This is an optimization exercise on Yosys and OpenROAD, whose aim is small area, not a production implementation.
The RTL was checked by simulation tests, not by an equivalence proof against the original design.
Power figures rest on the tool's default switching activity, not on a simulated workload.

==> inputs of 06-02 <==
// id_part
module id_part (
  input  wire logic        clk,
  input  wire logic        rst,
  input  wire logic [31:0] PC,
  input  wire logic [31:0] IR,
  input  wire logic [31:0] Din,
  input  wire logic        WE,
  input  wire logic [4:0]  RW,
  output logic      [31:0] PCOut,
  output logic      [31:0] IROut,
  output logic      [31:0] signal,
  output logic      [31:0] R1,
  output logic      [31:0] R2,
  output logic      [31:0] R1Data,
  output logic      [31:0] R2Data,
  output logic      [31:0] RWOut
);
export LEC_CHECK = 0
export CAP_MARGIN = 20
export CORE_MARGIN = 2
export CORE_UTILIZATION = 40
export SETUP_SLACK_MARGIN = 0.5
export SLEW_MARGIN = 20
create_clock -name core_clock -period 9.0 [get_ports {clk}]
run.sh (not shown) runs the stock make flow with config.mk's settings and CLKGATE_MAP_FILE= SYNTH_SCRIPT=/design/flow/synth_recipe.tcl, a recipe that flattens the netlist after the stock synthesis.
==> 02-15: changes against 06-02 <==
--- a/flow/design.v
+++ b/flow/design.v
@@ -22,13 +22,12 @@
   localparam logic [5:0] c_OP_SLTIU = 6'h0B, c_OP_ANDI = 6'h0C, c_OP_ORI  = 6'h0D;
   localparam logic [5:0] c_OP_XORI  = 6'h0E, c_OP_LUI  = 6'h0F;
   localparam logic [5:0] c_OP_LB    = 6'h20, c_OP_LH   = 6'h21, c_OP_LW   = 6'h23;
   localparam logic [5:0] c_OP_LBU   = 6'h24, c_OP_LHU  = 6'h25;
   localparam logic [5:0] c_OP_SB    = 6'h28, c_OP_SH   = 6'h29, c_OP_SW   = 6'h2B;
   localparam logic [1:0] c_SZ_WORD = 2'b00, c_SZ_HALF = 2'b01, c_SZ_BYTE = 2'b10;
-  logic [31:0][31:0] r_regs;   
   logic [5:0] w_op, w_funct;
   logic [4:0] w_rs, w_rt, w_rd;
   logic [4:0] w_r1, w_r2, w_rw;
   logic [3:0] w_aluop;
   logic       w_regwrite, w_memread, w_memwrite, w_alusrcimm, w_immzext;
   logic       w_beq, w_bne, w_jump, w_jumpreg, w_link, w_shamt, w_syscall;
@@ -122,19 +121,72 @@
   assign PCOut  = PC;
   assign IROut  = IR;
   assign R1     = {27'd0, w_r1};
   assign R2     = {27'd0, w_r2};
   assign RWOut  = {27'd0, w_rw};
   assign w_wr_en = WE && (RW != 5'd0);
-  always_ff @(posedge clk) begin
-    if (rst) begin
-      for (int i = 0; i < 32; i++) r_regs[i] <= 32'd0;
-    end else if (w_wr_en) begin
-      r_regs[RW] <= Din;
+  logic [31:1][31:0] r_regs;
+  logic [31:1][31:0] w_keep_n, w_next;
+  logic [31:1]       w_hold;    
+  logic [31:0]       w_din_n;   
+  logic [31:0][31:1] w_col;     
+  assign w_din_n = ~(Din & {32{~rst}});
+  for (genvar i = 1; i < 32; i++) begin : g_row
+    assign w_hold[i] = !(rst || (WE && RW == i));
+    for (genvar j = 0; j < 32; j++) begin : g_bit
+      assign w_col[j][i] = r_regs[i][j];
+      id_nand2 u_keep (.a(r_regs[i][j]), .b(w_hold[i]), .y(w_keep_n[i][j]));
+      id_o21ai u_next (.a1(w_hold[i]), .a2(w_din_n[j]), .b1(w_keep_n[i][j]), .y(w_next[i][j]));
     end
   end
-  assign R1Data = (w_r1 == 5'd0) ? 32'd0 :
-                      (w_wr_en && RW == w_r1) ? Din : r_regs[w_r1];
-  assign R2Data = (w_r2 == 5'd0) ? 32'd0 :
-                      (w_wr_en && RW == w_r2) ? Din : r_regs[w_r2];
+  always_ff @(posedge clk) r_regs <= w_next;
+  logic        w_byp1, w_byp2;
+  logic [31:1] w_sel1, w_sel2;
+  assign w_byp1 = w_wr_en && (RW == w_r1);
+  assign w_byp2 = w_wr_en && (RW == w_r2);
+  for (genvar i = 1; i < 32; i++) begin : g_sel
+    assign w_sel1[i] = (w_r1 == i) && !w_byp1;
+    assign w_sel2[i] = (w_r2 == i) && !w_byp2;
+  end
+  for (genvar j = 0; j < 32; j++) begin : g_rd
+    id_rdbit u_rd1 (.sel(w_sel1), .byp(w_byp1), .din(Din[j]), .col(w_col[j]), .y(R1Data[j]));
+    id_rdbit u_rd2 (.sel(w_sel2), .byp(w_byp2), .din(Din[j]), .col(w_col[j]), .y(R2Data[j]));
+  end
+endmodule
+module id_rdbit (
+  input  wire logic [31:1] sel,
+  input  wire logic        byp,
+  input  wire logic        din,
+  input  wire logic [31:1] col,
+  output logic             y
+);
+  logic [10:0] w_t;
+  logic [2:0]  w_p;
+  for (genvar k = 0; k < 10; k++) begin : g_aoi
+    id_a222oi u_a (.a1(sel[3*k+1]), .a2(col[3*k+1]), .b1(sel[3*k+2]), .b2(col[3*k+2]),
+                   .c1(sel[3*k+3]), .c2(col[3*k+3]), .y(w_t[k]));
+  end
+  id_a22oi u_last (.a1(sel[31]), .a2(col[31]), .b1(byp), .b2(din), .y(w_t[10]));
+  id_nand4 u_n0 (.a(w_t[0]), .b(w_t[1]), .c(w_t[2]), .d(w_t[3]), .y(w_p[0]));
+  id_nand4 u_n1 (.a(w_t[4]), .b(w_t[5]), .c(w_t[6]), .d(w_t[7]), .y(w_p[1]));
+  id_nand3 u_n2 (.a(w_t[8]), .b(w_t[9]), .c(w_t[10]), .y(w_p[2]));
+  assign y = |w_p;
+endmodule
+module id_nand2 (input wire logic a, b, output logic y);
+  assign y = ~(a & b);
+endmodule
+module id_o21ai (input wire logic a1, a2, b1, output logic y);
+  assign y = ~((a1 | a2) & b1);
+endmodule
+module id_a222oi (input wire logic a1, a2, b1, b2, c1, c2, output logic y);
+  assign y = ~((a1 & a2) | (b1 & b2) | (c1 & c2));
+endmodule
+module id_a22oi (input wire logic a1, a2, b1, b2, output logic y);
+  assign y = ~((a1 & a2) | (b1 & b2));
+endmodule
+module id_nand4 (input wire logic a, b, c, d, output logic y);
+  assign y = ~(a & b & c & d);
+endmodule
+module id_nand3 (input wire logic a, b, c, output logic y);
+  assign y = ~(a & b & c);
 endmodule
 `default_nettype wire
- SYNTH_HIERARCHICAL: default -> 1
- SYNTH_MINIMUM_KEEP_SIZE: default -> 0
==> 07-18: changes against 06-02 <==
--- a/flow/design.v
+++ b/flow/design.v
@@ -22,13 +22,12 @@
   localparam logic [5:0] c_OP_SLTIU = 6'h0B, c_OP_ANDI = 6'h0C, c_OP_ORI  = 6'h0D;
   localparam logic [5:0] c_OP_XORI  = 6'h0E, c_OP_LUI  = 6'h0F;
   localparam logic [5:0] c_OP_LB    = 6'h20, c_OP_LH   = 6'h21, c_OP_LW   = 6'h23;
   localparam logic [5:0] c_OP_LBU   = 6'h24, c_OP_LHU  = 6'h25;
   localparam logic [5:0] c_OP_SB    = 6'h28, c_OP_SH   = 6'h29, c_OP_SW   = 6'h2B;
   localparam logic [1:0] c_SZ_WORD = 2'b00, c_SZ_HALF = 2'b01, c_SZ_BYTE = 2'b10;
-  logic [31:0][31:0] r_regs;   
   logic [5:0] w_op, w_funct;
   logic [4:0] w_rs, w_rt, w_rd;
   logic [4:0] w_r1, w_r2, w_rw;
   logic [3:0] w_aluop;
   logic       w_regwrite, w_memread, w_memwrite, w_alusrcimm, w_immzext;
   logic       w_beq, w_bne, w_jump, w_jumpreg, w_link, w_shamt, w_syscall;
@@ -122,19 +121,70 @@
   assign PCOut  = PC;
   assign IROut  = IR;
   assign R1     = {27'd0, w_r1};
   assign R2     = {27'd0, w_r2};
   assign RWOut  = {27'd0, w_rw};
   assign w_wr_en = WE && (RW != 5'd0);
-  always_ff @(posedge clk) begin
-    if (rst) begin
-      for (int i = 0; i < 32; i++) r_regs[i] <= 32'd0;
-    end else if (w_wr_en) begin
-      r_regs[RW] <= Din;
+  logic [31:1][31:0] r_regs;
+  logic [31:1][31:0] w_keep_n, w_next;
+  logic [31:1]       w_hold;    
+  logic [31:0]       w_din_n;   
+  logic [31:0][31:1] w_col;     
+  assign w_din_n = ~(Din & {32{~rst}});
+  for (genvar i = 1; i < 32; i++) begin : g_row
+    assign w_hold[i] = !(rst || (WE && RW == i));
+    for (genvar j = 0; j < 32; j++) begin : g_bit
+      assign w_col[j][i] = r_regs[i][j];
+      id_nand2 u_keep (.a(r_regs[i][j]), .b(w_hold[i]), .y(w_keep_n[i][j]));
+      id_o21ai u_next (.a1(w_hold[i]), .a2(w_din_n[j]), .b1(w_keep_n[i][j]), .y(w_next[i][j]));
     end
   end
-  assign R1Data = (w_r1 == 5'd0) ? 32'd0 :
-                      (w_wr_en && RW == w_r1) ? Din : r_regs[w_r1];
-  assign R2Data = (w_r2 == 5'd0) ? 32'd0 :
-                      (w_wr_en && RW == w_r2) ? Din : r_regs[w_r2];
+  always_ff @(posedge clk) r_regs <= w_next;
+  logic        w_byp1, w_byp2;
+  logic [31:1] w_sel1, w_sel2;
+  assign w_byp1 = w_wr_en && (RW == w_r1);
+  assign w_byp2 = w_wr_en && (RW == w_r2);
+  for (genvar i = 1; i < 32; i++) begin : g_sel
+    assign w_sel1[i] = (w_r1 == i) && !w_byp1;
+    assign w_sel2[i] = (w_r2 == i) && !w_byp2;
+  end
+  for (genvar j = 0; j < 32; j++) begin : g_rd
+    id_rdbit u_rd1 (.sel(w_sel1), .byp(w_byp1), .din(Din[j]), .col(w_col[j]), .y(R1Data[j]));
+    id_rdbit u_rd2 (.sel(w_sel2), .byp(w_byp2), .din(Din[j]), .col(w_col[j]), .y(R2Data[j]));
+  end
+endmodule
+module id_rdbit (
+  input  wire logic [31:1] sel,
+  input  wire logic        byp,
+  input  wire logic        din,
+  input  wire logic [31:1] col,
+  output logic             y
+);
+  logic [9:0] w_t;
+  logic [2:0] w_p;
+  logic       w_u;
+  for (genvar k = 0; k < 10; k++) begin : g_aoi
+    id_a222oi u_a (.a1(sel[3*k+1]), .a2(col[3*k+1]), .b1(sel[3*k+2]), .b2(col[3*k+2]),
+                   .c1(sel[3*k+3]), .c2(col[3*k+3]), .y(w_t[k]));
+  end
+  id_a22o  u_last (.a1(sel[31]), .a2(col[31]), .b1(byp), .b2(din), .y(w_u));
+  id_nand4 u_n0 (.a(w_t[0]), .b(w_t[1]), .c(w_t[2]), .d(w_t[3]), .y(w_p[0]));
+  id_nand4 u_n1 (.a(w_t[4]), .b(w_t[5]), .c(w_t[6]), .d(w_t[7]), .y(w_p[1]));
+  assign w_p[2] = ~(w_t[8] & w_t[9]);
+  assign y = |{w_p, w_u};
+endmodule
+module id_nand2 (input wire logic a, b, output logic y);
+  assign y = ~(a & b);
+endmodule
+module id_o21ai (input wire logic a1, a2, b1, output logic y);
+  assign y = ~((a1 | a2) & b1);
+endmodule
+module id_a222oi (input wire logic a1, a2, b1, b2, c1, c2, output logic y);
+  assign y = ~((a1 & a2) | (b1 & b2) | (c1 & c2));
+endmodule
+module id_a22o (input wire logic a1, a2, b1, b2, output logic y);
+  assign y = (a1 & a2) | (b1 & b2);
+endmodule
+module id_nand4 (input wire logic a, b, c, d, output logic y);
+  assign y = ~(a & b & c & d);
 endmodule
 `default_nettype wire
==> flow/flow/run.sh (new file) <==
#!/bin/bash
# The standard ORFS layout, with these changes: port buffers use the smallest
# buffer (buf_1); constant outputs share one tie cell; clock tree synthesis
# uses clkbuf_8 with larger sink clusters and inserts no dummy loads.
set -euo pipefail
export BUFFER_PORTS_ARGS="-buffer_cell sky130_fd_sc_hd__buf_1"
export SKIP_REPAIR_TIE_FANOUT=1
export CTS_ARGS="-sink_clustering_enable -repair_clock_nets -dont_use_dummy_load -buf_list sky130_fd_sc_hd__clkbuf_8 -sink_clustering_size 15 -sink_clustering_max_diameter 60"
bash standard.sh finish > standard.log 2>&1
==> flow/standard.sh (new file) <==
#!/bin/bash
# synth_recipe.tcl (not shown) runs the flow's synth.tcl, then flattens the netlist and writes it again
# the make line also repeats each setting of config.mk as NAME=value (left out here)
make -C /OpenROAD-flow-scripts/flow DESIGN_CONFIG=/design/flow/config.mk WORK_HOME=/design/flow/orfs CLKGATE_MAP_FILE= SYNTH_SCRIPT=/design/flow/synth_recipe.tcl "${@:-finish}"
- CORE_UTILIZATION: 40 -> 50
- SETUP_SLACK_MARGIN: 0.5 -> 0.1
- SYNTH_HIERARCHICAL: default -> 1
- SYNTH_MINIMUM_KEEP_SIZE: default -> 0
removed: flow/run.sh
==> qor summary <==
Simple-gate portion of the synthesized area: 07-18 15.8%; 06-02 36.6%; 02-15 15.9%
Std cell rows: 07-18 104; 06-02 136; 02-15 116
Max Clk Rate: 07-18 114 MHz; 06-02 118 MHz; 02-15 118 MHz
Cell at the slowest stage of the critical path: 07-18 o31ai_1; 06-02 or4_1; 02-15 or4_4
Crit path DAT: 07-18 6.94 ns; 06-02 6.64 ns; 02-15 6.69 ns
Synth unique cells: 07-18 59; 06-02 75; 02-15 60
Global-route usage over all layers: 07-18 40.7%; 06-02 36.0%; 02-15 33.3%
Fraction of post-synthesis cell area in the top cell type by area: 07-18 49.3%; 06-02 37.0%; 02-15 48.9%
Outcome: 07-18 no timing/DRC/antenna violations; 06-02 no timing/DRC/antenna violations; 02-15 no timing/DRC/antenna violations
Uppermost layer routed: 07-18 met4; 06-02 met5; 02-15 met5
Gate power share: 07-18 11.4%; 06-02 11.8%; 02-15 9.9%
Post-layout nets: 07-18 4819; 06-02 8319; 02-15 4999
Clock group: 07-18 2330 uW; 06-02 4780 uW; 02-15 4520 uW
Core area: 07-18 80200 um^2; 06-02 137000 um^2; 02-15 100000 um^2
Share of the synthesized netlist area taken by xor and xnor gates: 07-18 0.130%; 06-02 0.206%; 02-15 0.129%
Count of inverters not on the clock network in the layout: 07-18 12; 06-02 19; 02-15 12

## what the ideal ports hide
In the flow no input, the clock included, has a driving cell. The finished layouts below were timed again as built, in two steps.
Step 1 sets driving cells, clkbuf_16 on the clock port and buf_2 on the other inputs (assumed; they add their load-dependent delay and slew).
Step 2 times the ports against the registers' clock, not the clock port: input delays grow and output delays shrink by t, the midpoint of the rising clock arrivals with the driver on.
Three values: ideal ports, drivers, drivers and shift; two values: the first two.
| run | t, ns | setup WS [ns] | hold slack, ns | worst register clock-pin slew, ns |
|---|---|---|---|---|
| 06-02 | 0.851 | 0.560 / 0.526 / 0.526 | 0.469 / 0.469 / 0.469 | 0.07 / 0.07 |
| 02-15 | 0.754 | 0.508 / 0.474 / 0.474 | 0.472 / 0.472 / 0.472 | 0.07 / 0.07 |
| 07-18 | 0.777 | 0.258 / 0.234 / 0.234 | 0.475 / 0.475 / 0.475 | 0.10 / 0.10 |
After both steps every run listed still meets setup and hold.
